What follows belongs to an exercise in optimizing a design on an open flow for small area and a short achievable clock period; a production flow would make more cautious choices. RTL that was checked went through simulation tests only; none was proved equivalent to the original. For run 1, only the layout was checked, not whether the RTL still works. Power is estimated from default activity; no workload was simulated.

==> design/flow/design.v <==
`timescale 1ns/1ps
package rv_pkg;
    localparam int INST_WIDTH = 32;
    localparam int XLEN       = 32;
    localparam int GPR_ADDR_W = 5;
    localparam int OPCODE_W = 7;
    localparam int FUNCT3_W = 3;
    localparam int FUNCT7_W = 7;
    localparam int RD_LSB     = 7;
    localparam int FUNCT3_LSB = 12;
    localparam int RS1_LSB    = 15;
    localparam int RS2_LSB    = 20;
    localparam int FUNCT7_LSB = 25;
    localparam logic [OPCODE_W-1:0] OPC_OP_IMM = 7'b0010011;
    localparam logic [OPCODE_W-1:0] OPC_OP     = 7'b0110011;
    localparam logic [OPCODE_W-1:0] OPC_LOAD   = 7'b0000011;
    localparam logic [OPCODE_W-1:0] OPC_STORE  = 7'b0100011;
    localparam logic [OPCODE_W-1:0] OPC_LUI    = 7'b0110111;
    localparam logic [OPCODE_W-1:0] OPC_AUIPC  = 7'b0010111;
    typedef enum logic [5:0] {
        ADDI, SLTI, SLTIU, XORI, ORI, ANDI, SLLI, SRLI, SRAI,
        ADD, SUB, SLL, SLT, SLTU, XOR, SRL, SRA, OR, AND,
        LB, LH, LW, LBU, LHU,
        SB, SH, SW,
        LUI, AUIPC,
        ILLEGAL
    } instr_id_e;
    typedef struct packed {
        logic      rs1_re;
        logic      rs2_re;
        logic      rd_we;
        logic      mem_re;
        logic      mem_we;
        instr_id_e instr_id;
    } ctrl_t;
    typedef struct packed {
        logic imm_i;
        logic imm_s;
        logic imm_u;
        logic x;
    } opc_cls_t;
    typedef struct packed {
        logic [XLEN-1:0] pc;
        opc_cls_t        cls;
        logic [31:7]     instr;
    } if_id_t;
    typedef struct packed {
        logic [XLEN-1:0]       pc;
        logic [GPR_ADDR_W-1:0] rd_addr;
        logic [GPR_ADDR_W-1:0] rs1_addr;
        logic [GPR_ADDR_W-1:0] rs2_addr;
        logic [XLEN-1:0]       rs1_val;
        logic [XLEN-1:0]       rs2_val;
        logic [XLEN-1:0]       imm;
        ctrl_t                 ctrl;
    } id_ex_t;
endpackage
`timescale 1ns/1ps
module pipe_reg #(
    parameter int W = 32
) (
    input  logic         clk_i,
    input  logic         reset_i,
    input  logic         stall_i,
    input  logic         valid_i,
    input  logic [W-1:0] data_i,
    output logic         valid_o,
    output logic [W-1:0] data_o
);
    always_ff @(posedge clk_i) begin
        if (reset_i) begin
            valid_o <= 1'b0;
        end else if (!stall_i) begin
            valid_o <= valid_i;
        end
    end
    always_ff @(posedge clk_i) begin
        if (!stall_i) begin
            data_o <= data_i;
        end
    end
endmodule
`timescale 1ns/1ps
module ctrl_unit (
    input  rv_pkg::opc_cls_t            cls_i,
    input  logic [rv_pkg::FUNCT3_W-1:0] funct3_i,
    input  logic                        alt_i,
    output rv_pkg::ctrl_t               ctrl_o
);
    logic op_imm, op, load, store, lui, auipc;
    logic load_ok, store_ok;
    assign op_imm = cls_i.imm_i & ~cls_i.x;
    assign load   = cls_i.imm_i &  cls_i.x;
    assign store  = cls_i.imm_s;
    assign lui    = cls_i.imm_u & ~cls_i.x;
    assign auipc  = cls_i.imm_u &  cls_i.x;
    assign op     = ~cls_i.imm_i & ~cls_i.imm_s & ~cls_i.imm_u & cls_i.x;
    assign load_ok  = ~(funct3_i[1] & (funct3_i[0] | funct3_i[2]));
    assign store_ok = ~funct3_i[2] & ~(funct3_i[1] & funct3_i[0]);
    rv_pkg::instr_id_e id;
    always_comb begin
        id = rv_pkg::ILLEGAL;
        if (op_imm) begin
            case (funct3_i)
                3'b000: id = rv_pkg::ADDI;
                3'b001: id = rv_pkg::SLLI;
                3'b010: id = rv_pkg::SLTI;
                3'b011: id = rv_pkg::SLTIU;
                3'b100: id = rv_pkg::XORI;
                3'b101: id = alt_i ? rv_pkg::SRAI : rv_pkg::SRLI;
                3'b110: id = rv_pkg::ORI;
                default: id = rv_pkg::ANDI;
            endcase
        end else if (op) begin
            case (funct3_i)
                3'b000: id = alt_i ? rv_pkg::SUB : rv_pkg::ADD;
                3'b001: id = rv_pkg::SLL;
                3'b010: id = rv_pkg::SLT;
                3'b011: id = rv_pkg::SLTU;
                3'b100: id = rv_pkg::XOR;
                3'b101: id = alt_i ? rv_pkg::SRA : rv_pkg::SRL;
                3'b110: id = rv_pkg::OR;
                default: id = rv_pkg::AND;
            endcase
        end else if (load) begin
            case (funct3_i)
                3'b000: id = rv_pkg::LB;
                3'b001: id = rv_pkg::LH;
                3'b010: id = rv_pkg::LW;
                3'b100: id = rv_pkg::LBU;
                3'b101: id = rv_pkg::LHU;
                default: id = rv_pkg::ILLEGAL;
            endcase
        end else if (store) begin
            case (funct3_i)
                3'b000: id = rv_pkg::SB;
                3'b001: id = rv_pkg::SH;
                3'b010: id = rv_pkg::SW;
                default: id = rv_pkg::ILLEGAL;
            endcase
        end else if (lui) begin
            id = rv_pkg::LUI;
        end else if (auipc) begin
            id = rv_pkg::AUIPC;
        end
    end
    always_comb begin
        ctrl_o.instr_id = id;
        ctrl_o.rs1_re   = op | op_imm | (load & load_ok) | (store & store_ok);
        ctrl_o.rs2_re   = op | (store & store_ok);
        ctrl_o.rd_we    = op | op_imm | (load & load_ok) | lui | auipc;
        ctrl_o.mem_re   = load & load_ok;
        ctrl_o.mem_we   = store & store_ok;
    end
endmodule
`timescale 1ns/1ps
module regfile (
    input  logic                          clk_i,
    input  logic                          reset_i,
    input  logic [rv_pkg::GPR_ADDR_W-1:0] rs1_addr_i,
    input  logic [rv_pkg::GPR_ADDR_W-1:0] rs2_addr_i,
    output logic [rv_pkg::XLEN-1:0]       rs1_val_o,
    output logic [rv_pkg::XLEN-1:0]       rs2_val_o,
    input  logic                          we_i,
    input  logic [rv_pkg::GPR_ADDR_W-1:0] waddr_i,
    input  logic [rv_pkg::XLEN-1:0]       wdata_i
);
    logic [31:1][rv_pkg::XLEN-1:0] regs;
    logic [rv_pkg::XLEN-1:0]       wd_m;
    assign wd_m = reset_i ? '0 : wdata_i;
    for (genvar i = 1; i < 32; i++) begin : g_reg
        logic en;
        assign en = reset_i | (we_i && waddr_i == i);
        always_ff @(posedge clk_i) begin
            if (en) regs[i] <= wd_m;
        end
    end
    logic [31:1] sel1, sel2;
    logic [rv_pkg::XLEN-1:0] rd1, rd2;
    for (genvar i = 1; i < 32; i++) begin : g_sel
        assign sel1[i] = rs1_addr_i == i;
        assign sel2[i] = rs2_addr_i == i;
    end
    for (genvar b = 0; b < rv_pkg::XLEN; b++) begin : g_rd
        logic [31:1] col;
        for (genvar i = 1; i < 32; i++) begin : g_col
            assign col[i] = regs[i][b];
        end
        rd_bit u_rd1 (.d_i(col), .sel_i(sel1), .y_o(rd1[b]));
        rd_bit u_rd2 (.d_i(col), .sel_i(sel2), .y_o(rd2[b]));
    end
    logic hit1, hit2;
    assign hit1 = we_i && rs1_addr_i == waddr_i && rs1_addr_i != '0;
    assign hit2 = we_i && rs2_addr_i == waddr_i && rs2_addr_i != '0;
    assign rs1_val_o = hit1 ? wdata_i : rd1;
    assign rs2_val_o = hit2 ? wdata_i : rd2;
endmodule
module rd_bit (
    input  logic [31:1] d_i,
    input  logic [31:1] sel_i,
    output logic        y_o
);
    assign y_o = |(d_i & sel_i);
endmodule
`timescale 1ns/1ps
module id_stage (
    input  rv_pkg::if_id_t                if_id_i,
    output logic [rv_pkg::FUNCT3_W-1:0]   funct3_o,
    output logic                          alt_o,
    input  rv_pkg::ctrl_t                 ctrl_i,
    output logic [rv_pkg::GPR_ADDR_W-1:0] rs1_addr_o,
    output logic [rv_pkg::GPR_ADDR_W-1:0] rs2_addr_o,
    input  logic [rv_pkg::XLEN-1:0]       rs1_val_i,
    input  logic [rv_pkg::XLEN-1:0]       rs2_val_i,
    output rv_pkg::id_ex_t                id_ex_o
);
    logic [31:7]             instr;
    rv_pkg::opc_cls_t        cls;
    logic [rv_pkg::XLEN-1:0] imm;
    assign instr      = if_id_i.instr;
    assign cls        = if_id_i.cls;
    assign funct3_o   = instr[14:12];
    assign alt_o      = instr[30];
    assign rs1_addr_o = instr[19:15];
    assign rs2_addr_o = instr[24:20];
    always_comb begin
        imm = ({32{cls.imm_i}} & {{20{instr[31]}}, instr[31:20]})
            | ({32{cls.imm_s}} & {{20{instr[31]}}, instr[31:25], instr[11:7]})
            | ({32{cls.imm_u}} & {instr[31:12], 12'b0});
    end
    always_comb begin
        id_ex_o.pc       = if_id_i.pc;
        id_ex_o.rd_addr  = instr[11:7];
        id_ex_o.rs1_addr = rs1_addr_o;
        id_ex_o.rs2_addr = rs2_addr_o;
        id_ex_o.rs1_val  = ctrl_i.rs1_re ? rs1_val_i : '0;
        id_ex_o.rs2_val  = ctrl_i.rs2_re ? rs2_val_i : '0;
        id_ex_o.imm      = imm;
        id_ex_o.ctrl     = ctrl_i;
    end
endmodule
`timescale 1ns/1ps
module decode_top (
    input  logic                          clk_i,
    input  logic                          reset_i,
    input  logic                          if_valid_i,
    input  logic [rv_pkg::XLEN-1:0]       if_pc_i,
    input  logic [rv_pkg::INST_WIDTH-1:0] if_instr_i,
    input  logic                          stall_i,
    input  logic                          wb_we_i,
    input  logic [rv_pkg::GPR_ADDR_W-1:0] wb_addr_i,
    input  logic [rv_pkg::XLEN-1:0]       wb_data_i,
    output logic                          id_ex_valid_o,
    output logic [rv_pkg::XLEN-1:0]       id_ex_pc_o,
    output logic [rv_pkg::GPR_ADDR_W-1:0] id_ex_rd_addr_o,
    output logic [rv_pkg::GPR_ADDR_W-1:0] id_ex_rs1_addr_o,
    output logic [rv_pkg::GPR_ADDR_W-1:0] id_ex_rs2_addr_o,
    output logic [rv_pkg::XLEN-1:0]       id_ex_rs1_val_o,
    output logic [rv_pkg::XLEN-1:0]       id_ex_rs2_val_o,
    output logic [rv_pkg::XLEN-1:0]       id_ex_imm_o,
    output logic                          id_ex_rs1_re_o,
    output logic                          id_ex_rs2_re_o,
    output logic                          id_ex_rd_we_o,
    output logic                          id_ex_mem_re_o,
    output logic                          id_ex_mem_we_o,
    output logic [5:0]                    id_ex_instr_id_o
);
    localparam int IF_ID_W = rv_pkg::XLEN + 4 + 25;
    localparam int ID_EX_W = 4 * rv_pkg::XLEN + 3 * rv_pkg::GPR_ADDR_W + 11;
    logic [rv_pkg::OPCODE_W-1:0]   opc;
    rv_pkg::opc_cls_t              cls;
    rv_pkg::if_id_t                if_id_in;
    rv_pkg::if_id_t                if_id_q;
    logic                          if_id_valid;
    logic [rv_pkg::FUNCT3_W-1:0]   funct3;
    logic                          alt;
    rv_pkg::ctrl_t                 ctrl;
    logic [rv_pkg::GPR_ADDR_W-1:0] rs1_addr;
    logic [rv_pkg::GPR_ADDR_W-1:0] rs2_addr;
    logic [rv_pkg::XLEN-1:0]       rs1_val;
    logic [rv_pkg::XLEN-1:0]       rs2_val;
    rv_pkg::id_ex_t                id_ex_d;
    rv_pkg::id_ex_t                id_ex_q;
    assign opc       = if_instr_i[rv_pkg::OPCODE_W-1:0];
    assign cls.imm_i = (opc == rv_pkg::OPC_OP_IMM) || (opc == rv_pkg::OPC_LOAD);
    assign cls.imm_s = (opc == rv_pkg::OPC_STORE);
    assign cls.imm_u = (opc == rv_pkg::OPC_LUI) || (opc == rv_pkg::OPC_AUIPC);
    assign cls.x     = (opc == rv_pkg::OPC_LOAD) || (opc == rv_pkg::OPC_AUIPC)
                    || (opc == rv_pkg::OPC_OP);
    assign if_id_in = {if_pc_i, cls, if_instr_i[31:7]};
    pipe_reg #(
        .W(IF_ID_W)
    ) if_id_reg (
        .clk_i  (clk_i),
        .reset_i(reset_i),
        .stall_i(stall_i),
        .valid_i(if_valid_i),
        .data_i (if_id_in),
        .valid_o(if_id_valid),
        .data_o (if_id_q)
    );
    id_stage u_id_stage (
        .if_id_i   (if_id_q),
        .funct3_o  (funct3),
        .alt_o     (alt),
        .ctrl_i    (ctrl),
        .rs1_addr_o(rs1_addr),
        .rs2_addr_o(rs2_addr),
        .rs1_val_i (rs1_val),
        .rs2_val_i (rs2_val),
        .id_ex_o   (id_ex_d)
    );
    ctrl_unit u_ctrl_unit (
        .cls_i   (if_id_q.cls),
        .funct3_i(funct3),
        .alt_i   (alt),
        .ctrl_o  (ctrl)
    );
    regfile u_regfile (
        .clk_i     (clk_i),
        .reset_i   (reset_i),
        .rs1_addr_i(rs1_addr),
        .rs2_addr_i(rs2_addr),
        .rs1_val_o (rs1_val),
        .rs2_val_o (rs2_val),
        .we_i      (wb_we_i),
        .waddr_i   (wb_addr_i),
        .wdata_i   (wb_data_i)
    );
    pipe_reg #(
        .W(ID_EX_W)
    ) id_ex_reg (
        .clk_i  (clk_i),
        .reset_i(reset_i),
        .stall_i(stall_i),
        .valid_i(if_id_valid),
        .data_i (id_ex_d),
        .valid_o(id_ex_valid_o),
        .data_o (id_ex_q)
    );
    assign id_ex_pc_o       = id_ex_q.pc;
    assign id_ex_rd_addr_o  = id_ex_q.rd_addr;
    assign id_ex_rs1_addr_o = id_ex_q.rs1_addr;
    assign id_ex_rs2_addr_o = id_ex_q.rs2_addr;
    assign id_ex_rs1_val_o  = id_ex_q.rs1_val;
    assign id_ex_rs2_val_o  = id_ex_q.rs2_val;
    assign id_ex_imm_o      = id_ex_q.imm;
    assign id_ex_rs1_re_o   = id_ex_q.ctrl.rs1_re;
    assign id_ex_rs2_re_o   = id_ex_q.ctrl.rs2_re;
    assign id_ex_rd_we_o    = id_ex_q.ctrl.rd_we;
    assign id_ex_mem_re_o   = id_ex_q.ctrl.mem_re;
    assign id_ex_mem_we_o   = id_ex_q.ctrl.mem_we;
    assign id_ex_instr_id_o = id_ex_q.ctrl.instr_id;
endmodule
==> design/flow/run.sh <==
#!/bin/bash
# synth_recipe.tcl (not shown) runs the flow's synth.tcl, then flattens the netlist and writes it again
# the make line also repeats each setting of config.mk as NAME=value (left out here)
make -C /OpenROAD-flow-scripts/flow DESIGN_CONFIG=/design/flow/config.mk WORK_HOME=/design/flow/orfs CLKGATE_MAP_FILE= SYNTH_SCRIPT=/design/flow/synth_recipe.tcl finish
==> design/flow/config.mk <==
export PLATFORM = sky130hd
export DESIGN_NAME = decode_top
export DESIGN_NICKNAME = decode_top
export VERILOG_FILES = /design/flow/design.v
export SDC_FILE = /design/flow/constraint.sdc
export NUM_CORES = 4
export LEC_CHECK = 0
export CAP_MARGIN = 20
export CORE_MARGIN = 2
export CORE_UTILIZATION = 60
export CTS_CLUSTER_DIAMETER = 60
export CTS_CLUSTER_SIZE = 30
export SLEW_MARGIN = 20
export SYNTH_HIERARCHICAL = 1
export SYNTH_MINIMUM_KEEP_SIZE = 0
==> design/flow/constraint.sdc <==
create_clock -name core_clock -period 3.6 [get_ports {clk_i}]
set_input_delay 0.7200 -clock core_clock [delete_from_list [all_inputs] [get_ports {clk_i}]]
set_output_delay 0.7200 -clock core_clock [all_outputs]
set_load 0.01 [all_outputs]
==> results of run 1 <==
Yosys stat by module, one instance, submodules excluded, a selection:
module      flip-flops and latches  area [sq um]
rd_bit                           0           154
ctrl_unit                        0           444
regfile                        992         32000
id_stage                         0          1280
decode_top                       0          80.1
kinds of logic after synthesis:
| family | synth area share, % |
|---|---|
| DFF | 72.3 |
| AOI/OAI and AO/OA | 16.8 |
| and+or+nand+nor | 7.01 |
| buffers and inverters | 1.80 |
| muxes | 1.98 |
| xor gates and xnor gates | 0.157 |
| other | 0.00747 |
per-layer routing:
metal  up-vias  GRT usage [%]
met1     17991           54.5
met5         -              0
met4        16           19.0
li1      14302              -
met2      3528           62.2
met3       718           14.9
cells in the final DEF (no fill, tap or decap), types with 6 or more instances in the layout:
cell             Yosys  final
diode_2              0      7
edfxtp_1          1207   1207
nor2b_2              0     24
o31ai_4              2      9
nand4_1            131    131
nand2_1             73     64
xnor2_1              9      9
clkinv_8             0     14
clkdlybuf4s50_1      0    259
nor2_2               1     57
mux2_4              60     60
inv_6                0      7
a222oi_1            64     64
o21ai_4              1     10
clkinv_4             0     10
a22o_1              69     69
a22oi_1            770    770
nor2b_1             42     17
inv_12               0     16
or4_1               64     64
buf_12               0     77
nor2_1              83     21
buf_4               75    197
and2_1              64     64
inv_16               0      8
nand3b_1             6      6
a221oi_2            64     64
nand3_1            136    136
clkbuf_16            0     90
nand2b_1            10      9
nand2_2              4     13
nor2_4               0      6
critical path, delay by kind of cell, from the launching register on:
kind / cells / cell delay, ns
AOI/OAI and AO/OA: 1 / 0.32
buffers and inverters: 1 / 0.21
DFF: 1 / 0.54
muxes: 1 / 0.29
and+or+nand+nor: 5 / 1.91
per-stage QoR:
| stage | TNS (ns) | hold slack [ns] | util [%] |
|---|---|---|---|
| floorplan | -50.98 | 0.460 | - |
| global placement | 0 | 0.401 | 68.2 |
| detailed placement | 0 | 0.405 | 68.2 |
| CTS | 0 | 0.422 | 72.2 |
| global route | 0 | 0.422 | 72.2 |
| finish | 0 | 0.423 | 72.2 |
layout make-up:
class | instances | area, sq um
clock buffers | 92 | 2260
flip-flops and latches | 1209 | 36300
clock inverters | 73 | 1020
repair buffers | 534 | 5620
inverters | 8 | 33.8
well taps | 1080 | 1350
multi-input cells | 1728 | 13600
diodes | 7 | 17.5
fillers | 5237 | 23200
worst paths after layout:
kind	from	endpoint	slack (ns)	cells past startpoint
worst max register to register	if_id_reg.data_o[8]$_DFFE_PN_	id_ex_reg.data_o[89]$_DFFE_PN_	0.08	8
worst max-delay path	if_id_reg.data_o[8]$_DFFE_PN_	id_ex_reg.data_o[89]$_DFFE_PN_	0.08	8
worst min-delay path	if_id_reg.data_o[47]$_DFFE_PN_	id_ex_reg.data_o[140]$_DFFE_PN_	0.42	0
worst min register to register	if_id_reg.data_o[47]$_DFFE_PN_	id_ex_reg.data_o[140]$_DFFE_PN_	0.42	0
state kept, by name, indices dropped and copies added, names as in the netlist:
| signal | count |
|---|---|
| id_ex_reg.data_o | 154 |
| id_ex_reg.valid_o | 1 |
| if_id_reg.data_o | 61 |
| if_id_reg.valid_o | 1 |
| u_regfile.regs | 992 |
power breakdown:
part	switching, uW	internal [uW]
sequential	681	16900
clock	5800	5280
combinational	2090	1340
what timing repair did:
| item | in CTS | in global routing |
|---|---|---|
| endpoints found under the setup margin | 0 | 1 |
| gates resized for setup | 0 | 1 |
| buffers inserted | 0 | 1 |
==> impl_metrics.py, run 1 <==
metrics = {
    "cells_and_area": {
        "area_growth_syn_to_layout_pct": 19.8,
        "final_cells": 4731,
        "fin_nets": 3675,
        "fin_area_sq_mm": 0.0601,
        "drive_gt1_share_pct": 19.3,
    },
    "timing": {
        "rsz0062_at_grt": "false",
        "fin_crit_sh_pct": 97.8,
        "max_freq_mhz": 284,
        "worst_slack_ns": 0.0789,
        "skew_ns": 0.0391,
        "final_max_slew_viol_count": 0,
        "slew-limit-headroom_pct": 14.4,
        "worst_slew_pin_slew_ns": 1.28,
        "setup_viol": 0,
        "hold_violations": 0,
        "min_period_ns": 3.52,
    },
    "hold_path": {
        "worstHoldPathType": "reg2reg",
    },
    "cts": {
        "hold_buffers": 0,
        "cts.reportedPaths.clkPinSlew_ns": 0.09,
        "cts-buffers-inserted": 88,
        "cts_tree": "yes",
        "cts_htree_levels": 3,
        "cts_buffer_depth": 3,
        "clock-root-buffer": "clkbuf_16",
        "clock_latency_ns": 0.70,
        "clock-sinks": 1209,
    },
    "synth": {
        "ys_top_cells_by_area": "edfxtp_1, a22oi_1, a221oi_2",
        "synth_top_area_cell": "edfxtp_1",
        "ys.flop_type": "edfxtp_1",
        "async_reset_ff_share_pct": 0,
        "synth-edff-count": 1207,
        "yosys_register_bits": 1209,
        "ys_seq_area_share_pct": 72.3,
        "syn_avg_cell_area_sq_um": 16.4,
        "syn-num-nets": 3172,
        "synth_most_common_cell": "edfxtp_1",
        "synth_top_area_share_pct": 72.2,
        "ys_types": 60,
        "synthCells": 3066,
        "synthTopCellsByCount": "edfxtp_1, a22oi_1, nand3_1, nand4_1, nor2_1",
        "ys_warn_count": 11,
        "syn_area_sq_mm": 0.0502,
    },
    "power_and_ir_drop": {
        "power.total_uw": 32100,
        "ir_drop_uv": 556,
        "power_density_mw_per_mm2": 533,
        "leakagePower_uw": 0.0202,
    },
    "detailed_routing": {
        "met1Wirelength_mm": 62.5,
        "drc": 0,
        "vias": 36555,
        "drt-total-wl_mm": 181,
        "drt-vias-per-instance": 7.73,
        "drt-wirelength-per-cell_microns": 38.2,
        "top_layer": "met5",
        "dr.pass1.iters": 10,
        "first_iter_violations": 7015,
        "drt.antenna.violating_nets": 0,
        "wl_met2_mm": 79.9,
        "met3WireLength_mm": 28.8,
    },
    "run_status": {
        "outcome": "timing/DRC/antenna clean",
    },
    "floorplan": {
        "io_pins": 261,
        "initial_core_util_pct": 60.3,
        "die_w_microns": 293,
        "placementRows": 106,
        "core-area_sq_mm": 0.0833,
        "dieArea_sq_mm": 0.0860,
        "fp.dieH_microns": 293,
    },
    "setup_path": {
        "worstSetupPathType": "reg2reg",
        "crit_path_cell_trace": "buf_4, nand2_1, nor2_2, a22oi_1, nand4_1, or4_1, mux2_4, and2_1",
        "critical_path_required_ns": 4.04,
        "cp-start-kind": "flop",
        "path_max_fanout": 12,
        "slowest_stage": "or4_1",
        "crit_arrival_ns": 3.96,
        "slowest_delay_ns": 0.60,
        "crit_path_end_kind": "flop",
    },
    "placement": {
        "pre_cts_slack_ns": 0.218,
        "io_buffers": 260,
        "placed_area_sq_mm": 0.0568,
        "place_hpwl_mm": 116,
        "gp_congestion": 0.989,
        "place_inst": 4558,
    },
    "job": {
        "maxCapViolations": 0,
    },
    "global_routing": {
        "grt_usage_pct": 41.4,
        "grt_pass1_wl_mm": 250,
        "grt_pass1_vias": 35198,
        "grt_max_degree": 57,
        "grt-ovfl-total": 0,
        "antenna_found_initial": 15,
    },
}
==> run 2, diff against run 1 <==
--- a/design/flow/design.v
+++ b/design/flow/design.v
@@ -42,6 +42,8 @@
     typedef struct packed {
         logic [XLEN-1:0] pc;
         opc_cls_t        cls;
+        logic [31:1]     sel1;
+        logic [31:1]     sel2;
         logic [31:7]     instr;
     } if_id_t;
     typedef struct packed {
@@ -159,6 +161,10 @@
     input  logic                          reset_i,
     input  logic [rv_pkg::GPR_ADDR_W-1:0] rs1_addr_i,
     input  logic [rv_pkg::GPR_ADDR_W-1:0] rs2_addr_i,
+    input  logic [31:1]                   rs1_sel_i,
+    input  logic [31:1]                   rs2_sel_i,
+    input  logic                          rs1_re_i,
+    input  logic                          rs2_re_i,
     output logic [rv_pkg::XLEN-1:0]       rs1_val_o,
     output logic [rv_pkg::XLEN-1:0]       rs2_val_o,
     input  logic                          we_i,
@@ -175,32 +181,32 @@
             if (en) regs[i] <= wd_m;
         end
     end
-    logic [31:1] sel1, sel2;
-    logic [rv_pkg::XLEN-1:0] rd1, rd2;
-    for (genvar i = 1; i < 32; i++) begin : g_sel
-        assign sel1[i] = rs1_addr_i == i;
-        assign sel2[i] = rs2_addr_i == i;
-    end
+    logic hit1, hit2;
+    logic fw1, fw2;
+    assign hit1 = we_i && rs1_addr_i == waddr_i && rs1_addr_i != '0;
+    assign hit2 = we_i && rs2_addr_i == waddr_i && rs2_addr_i != '0;
+    assign fw1  = rs1_re_i & hit1;
+    assign fw2  = rs2_re_i & hit2;
     for (genvar b = 0; b < rv_pkg::XLEN; b++) begin : g_rd
         logic [31:1] col;
         for (genvar i = 1; i < 32; i++) begin : g_col
             assign col[i] = regs[i][b];
         end
-        rd_bit u_rd1 (.d_i(col), .sel_i(sel1), .y_o(rd1[b]));
-        rd_bit u_rd2 (.d_i(col), .sel_i(sel2), .y_o(rd2[b]));
+        rd_bit u_rd1 (.d_i(col), .sel_i(rs1_sel_i), .fw_i(fw1), .nh_i(~hit1), .wd_i(wdata_i[b]),
+                      .y_o(rs1_val_o[b]));
+        rd_bit u_rd2 (.d_i(col), .sel_i(rs2_sel_i), .fw_i(fw2), .nh_i(~hit2), .wd_i(wdata_i[b]),
+                      .y_o(rs2_val_o[b]));
     end
-    logic hit1, hit2;
-    assign hit1 = we_i && rs1_addr_i == waddr_i && rs1_addr_i != '0;
-    assign hit2 = we_i && rs2_addr_i == waddr_i && rs2_addr_i != '0;
-    assign rs1_val_o = hit1 ? wdata_i : rd1;
-    assign rs2_val_o = hit2 ? wdata_i : rd2;
 endmodule
 module rd_bit (
     input  logic [31:1] d_i,
     input  logic [31:1] sel_i,
+    input  logic        fw_i,
+    input  logic        nh_i,
+    input  logic        wd_i,
     output logic        y_o
 );
-    assign y_o = |(d_i & sel_i);
+    assign y_o = (fw_i & wd_i) | (nh_i & |(d_i & sel_i));
 endmodule
 `timescale 1ns/1ps
 module id_stage (
@@ -233,8 +239,8 @@
         id_ex_o.rd_addr  = instr[11:7];
         id_ex_o.rs1_addr = rs1_addr_o;
         id_ex_o.rs2_addr = rs2_addr_o;
-        id_ex_o.rs1_val  = ctrl_i.rs1_re ? rs1_val_i : '0;
-        id_ex_o.rs2_val  = ctrl_i.rs2_re ? rs2_val_i : '0;
+        id_ex_o.rs1_val  = rs1_val_i;
+        id_ex_o.rs2_val  = rs2_val_i;
         id_ex_o.imm      = imm;
         id_ex_o.ctrl     = ctrl_i;
     end
@@ -265,7 +271,7 @@
     output logic                          id_ex_mem_we_o,
     output logic [5:0]                    id_ex_instr_id_o
 );
-    localparam int IF_ID_W = rv_pkg::XLEN + 4 + 25;
+    localparam int IF_ID_W = rv_pkg::XLEN + 4 + 2 * 31 + 25;
     localparam int ID_EX_W = 4 * rv_pkg::XLEN + 3 * rv_pkg::GPR_ADDR_W + 11;
     logic [rv_pkg::OPCODE_W-1:0]   opc;
     rv_pkg::opc_cls_t              cls;
@@ -287,7 +293,20 @@
     assign cls.imm_u = (opc == rv_pkg::OPC_LUI) || (opc == rv_pkg::OPC_AUIPC);
     assign cls.x     = (opc == rv_pkg::OPC_LOAD) || (opc == rv_pkg::OPC_AUIPC)
                     || (opc == rv_pkg::OPC_OP);
-    assign if_id_in = {if_pc_i, cls, if_instr_i[31:7]};
+    rv_pkg::ctrl_t ctrl_in;
+    logic [31:1]   sel1_in;
+    logic [31:1]   sel2_in;
+    ctrl_unit u_ctrl_in (
+        .cls_i   (cls),
+        .funct3_i(if_instr_i[14:12]),
+        .alt_i   (if_instr_i[30]),
+        .ctrl_o  (ctrl_in)
+    );
+    for (genvar i = 1; i < 32; i++) begin : g_sel
+        assign sel1_in[i] = ctrl_in.rs1_re && if_instr_i[19:15] == i;
+        assign sel2_in[i] = ctrl_in.rs2_re && if_instr_i[24:20] == i;
+    end
+    assign if_id_in = {if_pc_i, cls, sel1_in, sel2_in, if_instr_i[31:7]};
     pipe_reg #(
         .W(IF_ID_W)
     ) if_id_reg (
@@ -323,6 +342,10 @@
         .rs2_addr_i(rs2_addr),
         .rs1_val_o (rs1_val),
         .rs2_val_o (rs2_val),
+        .rs1_sel_i (if_id_q.sel1),
+        .rs2_sel_i (if_id_q.sel2),
+        .rs1_re_i  (ctrl.rs1_re),
+        .rs2_re_i  (ctrl.rs2_re),
         .we_i      (wb_we_i),
         .waddr_i   (wb_addr_i),
         .wdata_i   (wb_data_i)
--- a/design/flow/config.mk
+++ b/design/flow/config.mk
@@ -7,9 +7,10 @@
 export LEC_CHECK = 0
 export CAP_MARGIN = 20
 export CORE_MARGIN = 2
-export CORE_UTILIZATION = 60
+export CORE_UTILIZATION = 50
 export CTS_CLUSTER_DIAMETER = 60
 export CTS_CLUSTER_SIZE = 30
+export SETUP_SLACK_MARGIN = 1.7
 export SLEW_MARGIN = 20
 export SYNTH_HIERARCHICAL = 1
 export SYNTH_MINIMUM_KEEP_SIZE = 0
==> run 2 against run 1 <==
  * Die area up 23%
  * Clock-buffer cell count is 10 higher
  * Still clean on timing, DRC and antenna
  * Cell count increased by 9.0%
  * Worst hold slack lost 0.065 ns
  * Highest routed layer unchanged
  * Sequential share of layout area down 0.79 points
  * Clock skew up 0.0083 ns
  * Power rose by 6.4%
  * Combinational power rose by 17%
  * Area after synthesis grew 3.2%
  * Largest power group unchanged
  * Sequential power is 5% higher
  * Critical path depth stayed put
  * Setup slack better by 1.1 ns
==> impl_metrics.py, run 2 <==
metrics = {
    "power_and_ir_drop": {
        "pwr-share-seq_pct": 53.6,
        "clockPowerShare_pct": 34.7,
        "ir_drop_uv": 436,
        "power_density_mw_per_mm2": 532,
        "leakagePower_uw": 0.0231,
        "power.total_uw": 34100,
        "p_comb_share_pct": 11.8,
        "internal-power_uw": 24800,
        "switchingPower_uw": 9300,
        "switching_share_pct": 27.3,
    },
    "floorplan": {
        "core-area_sq_mm": 0.103,
        "io_pins": 261,
        "placementRows": 118,
        "dieArea_sq_mm": 0.106,
        "fp.dieH_microns": 326,
        "die_w_microns": 326,
        "initial_core_util_pct": 50.2,
    },
    "setup_path": {
        "cp_common_cell": "buf_6",
        "worstSetupPathType": "reg2reg",
        "crit_path_end_kind": "flop",
        "path_max_fanout": 6,
        "slowest_stage": "o41ai_4",
        "slowest_delay_ns": 0.53,
        "crit_path_cell_trace": "buf_6, buf_12, buf_6, a22o_1, a221oi_2, nand3_2, o41ai_4, nand2_1",
        "cp-start-kind": "flop",
        "crit_arrival_ns": 2.84,
        "critical_path_required_ns": 4.06,
    },
    "timing": {
        "tns_ns": 0,
        "rsz0062_at_grt": "true",
        "worst_slew_pin_slew_ns": 0.805,
        "max_freq_mhz": 420,
        "fin_crit_sh_pct": 66.1,
        "worst_slack_ns": 1.22,
        "hold_violations": 0,
        "min_period_ns": 2.38,
        "slew-limit-headroom_pct": 46.3,
        "setup_viol": 0,
        "final_max_slew_viol_count": 0,
        "skew_ns": 0.0474,
    },
    "cts": {
        "clock-sinks": 1271,
        "cts.reportedPaths.clkPinSlew_ns": 0.09,
        "clock-root-buffer": "clkbuf_16",
        "cts_buffer_depth": 3,
        "cts_tree": "yes",
        "hold_buffers": 0,
        "cts-buffers-inserted": 97,
        "clock_latency_ns": 0.71,
        "cts_htree_levels": 3,
    },
    "detailed_routing": {
        "drt.antenna.violating_nets": 0,
        "first_iter_violations": 6826,
        "vias": 37215,
        "drc": 0,
        "drt-total-wl_mm": 191,
        "dr.pass1.iters": 9,
        "drt-vias-per-instance": 7.22,
        "drt-wirelength-per-cell_microns": 37.0,
    },
    "cells_and_area": {
        "antennaDiodeCount": 0,
        "area_growth_syn_to_layout_pct": 23.7,
        "layout_commonest_cell": "edfxtp_1",
        "n_fill_cell": 7401,
        "largest_reg_flops": 992,
        "final_cell_mix": "edfxtp_1, a22oi_1, buf_4, buf_2, nand2_1",
        "drive_gt1_share_pct": 26.9,
        "largest-register": "u_regfile.regs",
        "fin_nets": 3802,
        "fin_area_sq_mm": 0.0641,
        "final_cells": 5158,
        "biggestRegsByFlops": "u_regfile.regs x992, id_ex_reg.data_o x154, if_id_reg.data_o x123",
    },
    "placement": {
        "gp_congestion": 0.931,
        "pre_cts_slack_ns": 0.428,
        "placed_area_sq_mm": 0.0570,
        "place_inst": 4820,
        "io_buffers": 260,
        "place_hpwl_mm": 106,
    },
    "run_status": {
        "outcome": "timing/DRC/antenna clean",
    },
    "global_routing": {
        "grt_max_degree": 72,
        "grt_pass1_vias": 36151,
        "grt_pass1_wl_mm": 263,
        "grt_usage_pct": 34.7,
        "antenna_found_initial": 2,
        "grt-ovfl-total": 0,
    },
    "hold_path": {
        "worstHoldPathType": "in2reg",
    },
    "synth": {
        "syn-num-nets": 3287,
        "syn_avg_cell_area_sq_um": 16.3,
        "synthCells": 3181,
        "syn_area_sq_mm": 0.0518,
        "ys_warn_count": 11,
    },
    "job": {
        "maxCapViolations": 0,
    },
}
-- run 2: power groups by stage --
stage	clock (uW)	sequential [uW]	combinational, uW
floorplan	0	18700	1580
global placement	0	18500	3210
detailed placement	0	18600	3290
CTS	11900	18200	3760
global route	12400	18400	4120
finish	11800	18300	4010
-- run 2: repair_timing --
item	in CTS	in global routing
gates cloned	17	5
pin swaps	182	58
setup buffers	112	23
gates resized for setup	1026	106
setup endpoints to repair	1425	605
endpoints found under the hold margin	0	0
-- run 2: area by class of cell --
type	instances	area (sq um)	area share, %
clock inverters	79	1020	1.60
well taps	1380	1730	2.70
flip-flops and latches	1271	38100	59.5
repair inverters	1	7.51	0.0117
multi-input cells	1727	14900	23.2
inverters	10	48.8	0.0762
repair buffers	588	5770	9.00
clock buffers	102	2490	3.88
-- run 2: stage by stage --
step	utilization [%]	hold slack [ns]
global placement	55.2	0.401
finish	62.1	0.358
global route	62.1	0.338
CTS	61.3	0.385
detailed placement	55.2	0.405
floorplan	-	0.460
-- run 2: per-layer routing --
layer / up-vias / GRT usage, % / share of wire (%) / routed length, microns
met2: 3042 / 52.0 / 44 / 84600
li1: 14726 / - / - / -
met4: 2 / 18.3 / 6.3 / 12000
met5: - / 0 / 0.0073 / 14
met3: 699 / 10.3 / 13 / 25700
met1: 18746 / 46.1 / 36 / 68700
-- run 2: worst max-delay path: cells and delay by family (launching register included) --
kind	cells	cell delay, ns
flip-flops	1	0.42
AO/OA/AOI/OAI	3	0.99
AND/OR/NAND/NOR	2	0.30
buffers and inverters	3	0.41
-- run 2: final timing paths --
| path | startpoint | endpoint | slack (ns) | depth (start not counted) |
|---|---|---|---|---|
| max reg2reg | if_id_reg.data_o[28]$_DFFE_PN_ | id_ex_reg.data_o[60]$_DFFE_PN_ | 1.22 | 8 |
| min reg2reg | if_id_reg.data_o[120]$_DFFE_PN_ | id_ex_reg.data_o[151]$_DFFE_PN_ | 0.42 | 0 |
| max | if_id_reg.data_o[28]$_DFFE_PN_ | id_ex_reg.data_o[60]$_DFFE_PN_ | 1.22 | 8 |
| min | if_instr_i[5] | if_id_reg.data_o[90]$_DFFE_PN_ | 0.36 | 2 |
==> run 3, diff against run 2 <==
==> design/flow/flow/run.sh (new file) <==
#!/bin/bash
# Layout flow: the standard ORFS flow (standard.sh) with two extra ORFS
# variables: port buffers are buf_2 instead of the default delay buffer, and
# the resizer may swap cells across footprints. Full tool output goes to
# standard.log here, and ORFS's own logs stay under orfs/logs.
set -euo pipefail
bash standard.sh MATCH_CELL_FOOTPRINT=0 \
    "BUFFER_PORTS_ARGS=-buffer_cell sky130_fd_sc_hd__buf_2" \
    finish > standard.log 2>&1
==> design/flow/standard.sh (new file) <==
#!/bin/bash
# synth_recipe.tcl (not shown) runs the flow's synth.tcl, then flattens the netlist and writes it again
# the make line also repeats each setting of config.mk as NAME=value (left out here)
make -C /OpenROAD-flow-scripts/flow DESIGN_CONFIG=/design/flow/config.mk WORK_HOME=/design/flow/orfs CLKGATE_MAP_FILE= SYNTH_SCRIPT=/design/flow/synth_recipe.tcl "${@:-finish}"
removed: design/flow/run.sh
==> run 3 against run 2 <==
  * Die area is the same
  * Still clean on timing, DRC and antenna
  * Synthesized cell count unchanged
  * Highest routed layer unchanged
  * Area after synthesis is the same
  * Clock skew fell by 0.0077 ns
  * Critical path type is now reg2out
  * Sequential share of layout area up 1.8 points
  * Critical endpoint is now id_ex_rs2_val_o[29]
  * Largest cell class unchanged
  * Wire length up 1.3%
==> impl_metrics.py, run 3 <==
metrics = {
    "run_status": {
        "outcome": "timing/DRC/antenna clean",
    },
    "setup_path": {
        "path_max_fanout": 1,
        "crit_arrival_ns": 1.48,
        "critPathTopFamily": "flip-flops",
        "cp-start-kind": "flop",
        "critical_path_required_ns": 2.88,
        "r2r_start": "if_id_reg.data_o[88]$_DFFE_PN_",
        "slowest_delay_ns": 0.55,
        "worstSetupPathType": "reg2out",
        "path_buf_inv": 1,
        "r2r-end": "id_ex_reg.data_o[64]$_DFFE_PN_",
        "crit_path_cell_trace": "buf_2",
        "crit_path_end_kind": "output pin",
        "rrSetupSlack_ns": 1.40,
        "cp-startpoint": "id_ex_reg.data_o[72]$_DFFE_PN_",
        "slowest_stage": "edfxtp_1",
        "r2r_cells": 8,
    },
    "floorplan": {
        "fp.dieH_microns": 326,
        "dieArea_sq_mm": 0.106,
        "die_w_microns": 326,
        "core-area_sq_mm": 0.103,
        "placementRows": 118,
        "initial_core_util_pct": 50.2,
        "io_pins": 261,
    },
    "cells_and_area": {
        "fin_util_pct": 60.2,
        "layout_commonest_cell": "edfxtp_1",
        "biggestRegsByFlops": "u_regfile.regs x992, id_ex_reg.data_o x154, if_id_reg.data_o x123",
        "fin_nets": 3750,
        "final_cell_mix": "edfxtp_1, a22oi_1, buf_2, buf_4, nand4_1",
        "largest_reg_flops": 992,
        "area_growth_syn_to_layout_pct": 20.0,
        "largest-register": "u_regfile.regs",
        "final_cells": 5111,
        "fin_area_sq_mm": 0.0622,
        "drive_gt1_share_pct": 28.8,
    },
    "timing": {
        "setup_viol": 0,
        "worst_slack_ns": 1.40,
        "tns_ns": 0,
        "max_freq_mhz": 454,
        "final_max_slew_viol_count": 0,
        "hold_violations": 0,
        "skew_ns": 0.0396,
        "slew-limit-headroom_pct": 19.3,
        "rsz0062_at_grt": "true",
        "worst_slew_pin_slew_ns": 1.21,
        "fin_crit_sh_pct": 61.2,
        "min_period_ns": 2.20,
    },
    "placement": {
        "place_inst": 4808,
        "place_hpwl_mm": 106,
        "placed_area_sq_mm": 0.0555,
        "gp_congestion": 0.854,
        "io_buffers": 260,
        "pre_cts_slack_ns": 0.550,
    },
    "power_and_ir_drop": {
        "switching_share_pct": 27.5,
        "switchingPower_uw": 9260,
        "internal-power_uw": 24400,
        "power_density_mw_per_mm2": 542,
        "leakagePower_uw": 0.0216,
        "clockPowerShare_pct": 34.8,
        "p_comb_share_pct": 11.0,
        "pwr-share-seq_pct": 54.2,
        "ir_drop_uv": 416,
    },
    "hold_path": {
        "holdPathStages": 1,
        "hold_path_end": "if_id_reg.data_o[118]$_DFFE_PN_",
        "hp-start": "if_pc_i[27]",
        "worstHoldPathType": "in2reg",
    },
    "cts": {
        "hold_buffers": 0,
        "cts.reportedPaths.clkPinSlew_ns": 0.09,
        "cts_tree": "yes",
        "cts-buffers-inserted": 95,
        "clock-root-buffer": "clkbuf_16",
        "clock-sinks": 1271,
        "cts_htree_levels": 3,
        "cts_buffer_depth": 3,
        "clock_latency_ns": 0.73,
    },
    "detailed_routing": {
        "drt-total-wl_mm": 194,
        "drt.antenna.violating_nets": 0,
        "drt-vias-per-instance": 7.28,
        "first_iter_violations": 6778,
        "dr.pass1.iters": 8,
        "vias": 37213,
        "drc": 0,
        "drt-wirelength-per-cell_microns": 37.9,
    },
    "job": {
        "maxCapViolations": 0,
    },
    "global_routing": {
        "grt_pass1_wl_mm": 266,
        "grt_max_degree": 93,
        "grt-ovfl-total": 0,
        "antenna_found_initial": 4,
        "grt_pass1_vias": 36402,
        "grt_usage_pct": 35.5,
    },
    "synth": {
        "ys_warn_count": 11,
        "syn_area_sq_mm": 0.0518,
        "synthCells": 3181,
        "syn-num-nets": 3287,
        "syn_avg_cell_area_sq_um": 16.3,
    },
}
[run 3: worst register-to-register path: cells and delay by family, from the launching register on]
kind | cells | cell delay [ns]
and+or+nand+nor | 5 | 1.07
buffers and inverters | 3 | 0.53
DFF | 1 | 0.48
[run 3: through the flow]
step | total power [uW] | hold WS, ns
final | 33700 | 0.167
after global routing | 34500 | 0.123
after CTS | 33500 | 0.146
after detailed placement | 21800 | 0.405
after global placement | 21600 | 0.401
after floorplan | 20200 | 0.460
[run 3: area by class of cell]
type / count / area, sq um
Clock buffer: 96 / 2400
Clock inverter: 84 / 1080
Tap cell: 1380 / 1730
Inverter: 10 / 48.8
Sequential cell: 1271 / 38100
Timing Repair Buffer: 540 / 4640
Antenna cell: 4 / 10.0
Multi-Input combinational cell: 1726 / 14100
Fill cell: 7537 / 41000
[run 3: worst max-delay path by stage]
stage / to / depth (start not counted)
after floorplan: id_ex_reg.data_o[0]$_DFFE_PN_ / 1
after global placement: if_id_reg.data_o[38]$_DFFE_PN_ / 7
after detailed placement: if_id_reg.data_o[38]$_DFFE_PN_ / 7
after CTS: id_ex_rs2_val_o[29] / 1
after global routing: id_ex_reg.data_o[100]$_DFFE_PN_ / 7
final: id_ex_rs2_val_o[29] / 1
[run 3: layer usage]
metal / share of wire (%) / global-route usage, % / routed length [microns]
met1: 34 / 44.3 / 66300
met2: 46 / 55.0 / 88200
met3: 13 / 10.3 / 25900
met4: 6.7 / 21.3 / 13000
met5: 0.012 / 0 / 23
[run 3: power groups by stage]
stage | combinational [uW] | clock, uW | sequential, uW
4_1_cts | 3480 | 11800 | 18200
6_report | 3710 | 11700 | 18300
3_3_place_gp | 3100 | 0 | 18500
3_5_place_dp | 3160 | 0 | 18600
2_1_floorplan | 1580 | 0 | 18700
5_1_grt | 3800 | 12300 | 18400
[run 3: what timing repair did]
| action | in CTS | in global routing |
|---|---|---|
| endpoints found under the setup margin | 386 | 370 |
| buffers inserted | 88 | 17 |
| cloned | 12 | 1 |
| gates resized for setup | 272 | 129 |
| pin swaps | 127 | 67 |
==> run 4, diff against run 3 <==
--- a/design/flow/design.v
+++ b/design/flow/design.v
@@ -188,25 +188,55 @@
     assign fw1  = rs1_re_i & hit1;
     assign fw2  = rs2_re_i & hit2;
     for (genvar b = 0; b < rv_pkg::XLEN; b++) begin : g_rd
-        logic [31:1] col;
+        logic [31:0] col;
+        assign col[0] = regs[31][b];
         for (genvar i = 1; i < 32; i++) begin : g_col
             assign col[i] = regs[i][b];
         end
-        rd_bit u_rd1 (.d_i(col), .sel_i(rs1_sel_i), .fw_i(fw1), .nh_i(~hit1), .wd_i(wdata_i[b]),
+        rd_bit u_rd1 (.d_i(col), .sel_i({rs1_sel_i, rs1_sel_i[31]}), .fw_i(fw1), .nh_i(~hit1), .wd_i(wdata_i[b]),
                       .y_o(rs1_val_o[b]));
-        rd_bit u_rd2 (.d_i(col), .sel_i(rs2_sel_i), .fw_i(fw2), .nh_i(~hit2), .wd_i(wdata_i[b]),
+        rd_bit u_rd2 (.d_i(col), .sel_i({rs2_sel_i, rs2_sel_i[31]}), .fw_i(fw2), .nh_i(~hit2), .wd_i(wdata_i[b]),
                       .y_o(rs2_val_o[b]));
     end
 endmodule
 module rd_bit (
-    input  logic [31:1] d_i,
-    input  logic [31:1] sel_i,
+    input  logic [31:0] d_i,
+    input  logic [31:0] sel_i,
     input  logic        fw_i,
     input  logic        nh_i,
     input  logic        wd_i,
     output logic        y_o
 );
-    assign y_o = (fw_i & wd_i) | (nh_i & |(d_i & sel_i));
+    logic [3:0]  p;
+    logic [1:0]  q;
+    for (genvar k = 0; k < 4; k++) begin : g_grp
+        rd_grp8 u_grp (.d_i(d_i[8*k+:8]), .s_i(sel_i[8*k+:8]), .y_o(p[k]));
+    end
+    rd_nor2 u_nor0 (.a_i(p[1:0]), .y_o(q[0]));
+    rd_nor2 u_nor1 (.a_i(p[3:2]), .y_o(q[1]));
+    rd_out  u_out  (.q_i(q), .fw_i(fw_i), .nh_i(nh_i), .wd_i(wd_i), .y_o(y_o));
+endmodule
+module rd_grp8 (
+    input  logic [7:0] d_i,
+    input  logic [7:0] s_i,
+    output logic       y_o
+);
+    assign y_o = |(d_i & s_i);
+endmodule
+module rd_nor2 (
+    input  logic [1:0] a_i,
+    output logic       y_o
+);
+    assign y_o = ~|a_i;
+endmodule
+module rd_out (
+    input  logic [1:0] q_i,
+    input  logic       fw_i,
+    input  logic       nh_i,
+    input  logic       wd_i,
+    output logic       y_o
+);
+    assign y_o = (fw_i & wd_i) | (nh_i & ~&q_i);
 endmodule
 `timescale 1ns/1ps
 module id_stage (
==> run 4 against run 3 <==
  * Still clean
  * Register-to-register slack improved by 0.08 ns
  * Setup slack improved by 0.017 ns
  * Synthesized cell count rose by 4.0%
  * Design area fell by 1.6%
  * Worst hold slack improved by 0.017 ns
  * Utilization fell by 1.0 points
  * Power fell by 0.59%
  * Sequential cell count did not move
  * Critical path depth did not move
  * Clock skew rose by 0.00051 ns
==> impl_metrics.py, run 4 <==
metrics = {
    "timing": {
        "setup_viol": 0,
        "final_max_slew_viol_count": 0,
        "rsz0062_at_grt": "true",
        "hold_violations": 0,
        "slew-limit-headroom_pct": 47.0,
        "tns_ns": 0,
        "worst_slew_pin_slew_ns": 0.792,
        "max_freq_mhz": 457,
        "worst_slack_ns": 1.41,
        "fin_crit_sh_pct": 60.7,
        "min_period_ns": 2.19,
        "skew_ns": 0.0401,
    },
    "floorplan": {
        "dieArea_sq_mm": 0.107,
        "fp.dieH_microns": 326,
        "io_pins": 261,
        "placementRows": 118,
        "core-area_sq_mm": 0.103,
        "die_w_microns": 326,
        "initial_core_util_pct": 50.3,
    },
    "cells_and_area": {
        "area_growth_syn_to_layout_pct": 17.7,
        "largest-register": "u_regfile.regs",
        "antennaDiodeCount": 0,
        "final_cell_mix": "edfxtp_1, a22oi_1, nand4_1, buf_2, buf_4",
        "fin_nets": 3872,
        "layout_commonest_cell": "edfxtp_1",
        "n_fill_cell": 7824,
        "drive_gt1_share_pct": 23.6,
        "biggestRegsByFlops": "u_regfile.regs x992, id_ex_reg.data_o x154, if_id_reg.data_o x123",
        "largest_reg_flops": 992,
        "final_cells": 5232,
    },
    "cts": {
        "clock-root-buffer": "clkbuf_16",
        "cts-buffers-inserted": 100,
        "cts.reportedPaths.clkPinSlew_ns": 0.08,
        "cts_htree_levels": 3,
        "cts_tree": "yes",
        "clock-sinks": 1271,
        "clock_latency_ns": 0.72,
        "cts_buffer_depth": 3,
    },
    "global_routing": {
        "grt_max_degree": 124,
        "grt_pass1_vias": 35261,
        "grt_pass1_wl_mm": 246,
        "antenna_found_initial": 7,
        "grt-ovfl-total": 0,
        "grt_usage_pct": 32.0,
    },
    "placement": {
        "gp_congestion": 0.868,
        "place_hpwl_mm": 103,
        "place_inst": 4914,
        "pre_cts_slack_ns": 0.764,
        "io_buffers": 260,
    },
    "power_and_ir_drop": {
        "leakagePower_uw": 0.0210,
        "ir_drop_uv": 387,
        "power_density_mw_per_mm2": 547,
    },
    "detailed_routing": {
        "drt.antenna.violating_nets": 0,
        "top_layer": "met5",
        "met1Wirelength_mm": 66.7,
        "wl_met2_mm": 80.5,
        "first_iter_violations": 5724,
        "drt-total-wl_mm": 176,
        "met3WireLength_mm": 23.5,
        "drt-vias-per-instance": 7.07,
        "drc": 0,
        "drt-wirelength-per-cell_microns": 33.7,
        "vias": 36992,
        "dr.pass1.iters": 7,
    },
    "setup_path": {
        "path_buf_inv": 1,
        "slowest_delay_ns": 0.55,
        "cp-start-kind": "flop",
        "crit_path_end_kind": "output pin",
        "crit_path_cell_trace": "buf_2",
        "worstSetupPathType": "reg2out",
        "path_max_fanout": 1,
        "crit_arrival_ns": 1.47,
        "critPathTopFamily": "flip-flops",
        "rrSetupSlack_ns": 1.48,
        "slowest_stage": "edfxtp_1",
        "critical_path_required_ns": 2.88,
    },
    "run_status": {
        "outcome": "timing/DRC/antenna clean",
    },
    "job": {
        "maxCapViolations": 0,
    },
    "hold_path": {
        "worstHoldPathType": "in2reg",
    },
    "synth": {
        "syn-num-nets": 3415,
        "syn_area_sq_mm": 0.0520,
        "ys_warn_count": 11,
        "synthCells": 3309,
        "syn_avg_cell_area_sq_um": 15.7,
    },
}
==> run 4: worst paths after layout <==
path	start	end	cells past startpoint
setup / recovery	id_ex_reg.data_o[84]$_DFFE_PN_	id_ex_rs1_val_o[9]	1
hold / removal	if_pc_i[28]	if_id_reg.data_o[119]$_DFFE_PN_	1
setup reg to reg	if_id_reg.data_o[88]$_DFFE_PN_	id_ex_reg.data_o[106]$_DFFE_PN_	7
hold reg to reg	if_id_reg.data_o[96]$_DFFE_PN_	id_ex_reg.data_o[127]$_DFFE_PN_	0
==> run 4: metal layers <==
layer	vias to the layer above	global-route usage, %
met1	18641	44.9
met3	414	7.80
met5	-	0
met4	2	11.3
met2	2925	48.9
li1	15010	-
==> run 4: through the flow <==
stage | area, sq um | hold WS, ns | utilization [%] | power [uW]
floorplan | 52400 | 0.460 | - | 20200
global placement | 55300 | 0.402 | 53.6 | 21400
detailed placement | 55300 | 0.405 | 53.6 | 21500
CTS | 60400 | 0.155 | 58.5 | 33400
global route | 61200 | 0.173 | 59.2 | 34400
finish | 61200 | 0.184 | 59.2 | 33500
==> run 4: what timing repair did <==
action	in CTS	in global routing
hold buffers	0	0
pin swaps	49	73
endpoints found under the setup margin	622	831
gates resized for setup	115	147
setup buffers	108	12
cloned	8	2
==> run 4: area by class of cell <==
type                    instances  area (sq um)  area share (%)
well taps                    1380          1730            2.82
repair buffers                528          4160            6.80
flip-flops and latches       1271         38100            62.3
inverters                      10          48.8          0.0797
clock buffers                 106          2590            4.23
clock inverters                82           971            1.59
multi-input cells            1855         13500            22.1
==> run 4: worst reg2reg max path: stages (launching register included) <==
cell and delay [ns]:
edfxtp_1 0.50, nor4b_4 0.37, a21oi_2 0.08, nand2_2 0.11, and3_4 0.19, and3_4 0.33, clkbuf_16 0.26, a22o_1 0.16
==> run 4: power breakdown <==
group	internal, uW	switching [uW]	leakage, uW	total (uW)
Clock	5800	6060	0.00172	11900
Sequential	17600	676	0.0122	18300
Combinational	1140	2220	0.00704	3350
==> run 5, diff against run 4 <==
--- a/design/flow/config.mk
+++ b/design/flow/config.mk
@@ -8,8 +8,8 @@
 export CAP_MARGIN = 20
 export CORE_MARGIN = 2
 export CORE_UTILIZATION = 50
-export CTS_CLUSTER_DIAMETER = 60
-export CTS_CLUSTER_SIZE = 30
+export CTS_CLUSTER_DIAMETER = 75
+export CTS_CLUSTER_SIZE = 28
 export SETUP_SLACK_MARGIN = 1.7
 export SLEW_MARGIN = 20
 export SYNTH_HIERARCHICAL = 1
==> run 5 against run 4 <==
  * Still clean
  * Design area fell by 2.3%
  * Utilization fell by 1.4 points
  * Global-route usage fell by 0.10 points
  * Register-to-register slack got worse by 0.03 ns
  * Worst hold slack got worse by 0.0085 ns
  * Critical path type unchanged
  * Largest cell class unchanged
==> impl_metrics.py, run 5 <==
metrics = {
    "cts": {
        "cts.reportedPaths.clkPinSlew_ns": 0.11,
        "hold_buffers": 0,
        "clock-root-buffer": "clkbuf_16",
        "cts_htree_levels": 2,
        "cts_tree": "yes",
        "cts_buffer_depth": 3,
        "clock_latency_ns": 0.74,
        "clock-sinks": 1271,
        "cts-buffers-inserted": 61,
    },
    "timing": {
        "max_freq_mhz": 447,
        "setup_viol": 0,
        "skew_ns": 0.0410,
        "min_period_ns": 2.24,
        "fin_crit_sh_pct": 62.1,
        "slew-limit-headroom_pct": 49.2,
        "tns_ns": 0,
        "rsz0062_at_grt": "true",
        "worst_slew_pin_slew_ns": 0.762,
        "final_max_slew_viol_count": 0,
        "hold_violations": 0,
        "worst_hold_slack_ns": 0.176,
    },
    "synth": {
        "syn_avg_cell_area_sq_um": 15.7,
        "syn_area_sq_mm": 0.0520,
        "synthCells": 3309,
        "syn-num-nets": 3415,
        "ys_warn_count": 11,
    },
    "power_and_ir_drop": {
        "leakagePower_uw": 0.0203,
        "ir_drop_uv": 491,
        "power.total_uw": 30200,
        "power_density_mw_per_mm2": 504,
    },
    "setup_path": {
        "critical_path_required_ns": 2.88,
        "crit_path_cell_trace": "buf_2",
        "crit_arrival_ns": 1.52,
        "cp-start-kind": "flop",
        "slowest_delay_ns": 0.56,
        "slowest_stage": "edfxtp_1",
        "crit_path_end_kind": "output pin",
        "path_buf_inv": 1,
        "path_max_fanout": 1,
        "critPathTopFamily": "flip-flops",
        "worstSetupPathType": "reg2out",
    },
    "hold_path": {
        "worstHoldPathType": "in2reg",
    },
    "floorplan": {
        "initial_core_util_pct": 50.3,
        "dieArea_sq_mm": 0.107,
        "core-area_sq_mm": 0.103,
        "die_w_microns": 326,
        "io_pins": 261,
        "placementRows": 118,
        "fp.dieH_microns": 326,
    },
    "cells_and_area": {
        "final_cells": 5158,
        "layout_commonest_cell": "edfxtp_1",
        "fin_nets": 3838,
        "fin_area_sq_mm": 0.0598,
        "final_cell_mix": "edfxtp_1, a22oi_1, nand4_1, buf_2, buf_4",
        "biggestRegsByFlops": "u_regfile.regs x992, id_ex_reg.data_o x154, if_id_reg.data_o x123",
        "n_fill_cell": 8003,
        "multi_input_area_sq_mm": 0.0136,
        "regArea_sq_mm": 0.0381,
        "drive_gt1_share_pct": 22.6,
        "area_growth_syn_to_layout_pct": 15.0,
        "largest_reg_flops": 992,
        "largest-register": "u_regfile.regs",
    },
    "detailed_routing": {
        "first_iter_violations": 5986,
        "drt-vias-per-instance": 7.10,
        "drt-total-wl_mm": 175,
        "drt-wirelength-per-cell_microns": 34.0,
        "drt.antenna.violating_nets": 0,
        "drc": 0,
        "vias": 36625,
        "dr.pass1.iters": 8,
    },
    "placement": {
        "io_buffers": 260,
        "placed_area_sq_mm": 0.0553,
        "place_inst": 4914,
        "gp_congestion": 0.868,
        "place_hpwl_mm": 103,
    },
    "global_routing": {
        "grt-ovfl-total": 0,
        "antenna_found_initial": 5,
        "grt_pass1_vias": 34761,
        "grt_max_degree": 124,
        "grt_usage_pct": 31.8,
        "grt_pass1_wl_mm": 245,
    },
    "job": {
        "maxCapViolations": 0,
    },
    "run_status": {
        "outcome": "timing/DRC/antenna clean",
    },
}
[run 5: where the power goes]
| part | switching (uW) | internal [uW] |
|---|---|---|
| clock | 4920 | 3580 |
| sequential | 679 | 17600 |
| combinational | 2220 | 1150 |
| total | 7820 | 22300 |
[run 5: worst paths after layout]
check / startpoint / endpoint / slack, ns / cells past startpoint
max: id_ex_reg.data_o[73]$_DFFE_PN_ / id_ex_rs2_val_o[30] / 1.36 / 1
max reg2reg: if_id_reg.data_o[42]$_DFFE_PN_ / id_ex_reg.data_o[57]$_DFFE_PN_ / 1.45 / 7
min: if_instr_i[27] / if_id_reg.data_o[20]$_DFFE_PN_ / 0.18 / 1
min reg2reg: if_id_reg.data_o[108]$_DFFE_PN_ / id_ex_reg.data_o[139]$_DFFE_PN_ / 0.42 / 0
[run 5: layout make-up]
class | instances | area share, %
Sequential cell | 1271 | 63.8
Multi-Input combinational cell | 1855 | 22.8
Timing Repair Buffer | 533 | 7.01
Tap cell | 1380 | 2.89
Clock buffer | 67 | 2.66
Clock inverter | 40 | 0.781
Inverter | 10 | 0.0816
Antenna cell | 2 | 0.00837
[run 5: per-stage QoR]
| stage | worst slack (ns) | util [%] |
|---|---|---|
| final | 1.36 | 57.9 |
| after global routing | 1.36 | 57.8 |
| after CTS | 1.35 | 57.4 |
| after detailed placement | 0.764 | 53.6 |
| after global placement | 0.817 | 53.6 |
| after floorplan | 0.260 | - |
[run 5: routing by layer]
layer / track usage (%) / vias to the layer above / share of wire, %
met3: 7.16 / 358 / 14
met5: 0 / - / 0
met2: 48.9 / 2892 / 45
met1: 45.2 / 18519 / 38
met4: 11.0 / 0 / 3.3
li1: - / 14856 / -
[run 5: worst reg2reg max path, stage by stage, from the launching register on]
cell and delay, ns:
edfxtp_1 0.49, buf_12 0.19, clkbuf_16 0.18, a22oi_1 0.19
nand4_1 0.21, nor2_1 0.22, nand2_1 0.20, a22o_1 0.26
[run 5: what timing repair did]
item,4_1_cts,5_1_grt
pin swaps,60,74
setup buffers,122,3
cloned,10,0
resized for setup,173,105
endpoints found under the setup margin,446,614

static timing again, ports no longer ideal:
The results above use ideal ports. As a check the final layouts listed here were re-extracted and re-timed, cells and wires unchanged. Step 1 sets driving cells, clkbuf_16 on the clock port and buf_2 on the other inputs (assumed; they add their load-dependent delay and slew). Step 2 also shifts input and output timing later by t, the mid clock arrival at the registers, as if the neighbouring blocks saw the same clock. Slacks: ideal ports / drivers / drivers and shift; pairs: ideal ports / drivers.
| run | shift t [ns] | slack for setup (ns) | worst hold slack (ns) |
|---|---|---|---|
| run 1 | 0.753 | 0.079 / 0.079 / 0.079 | 0.423 / 0.423 / 0.423 |
| run 2 | 0.762 | 1.221 / 1.221 / 0.751 | 0.358 / 0.326 / 0.421 |
| run 3 | 0.792 | 1.396 / 1.317 / 0.927 | 0.167 / 0.118 / 0.421 |
| run 4 | 0.780 | 1.413 / 1.329 / 0.895 | 0.184 / 0.127 / 0.416 |
| run 5 | 0.802 | 1.363 / 1.280 / 0.886 | 0.176 / 0.120 / 0.418 |
After both steps every run listed still meets setup and hold. The setup slack of run 4, which loses most, moves by -0.084 ns with the drivers and by -0.518 ns with both steps.
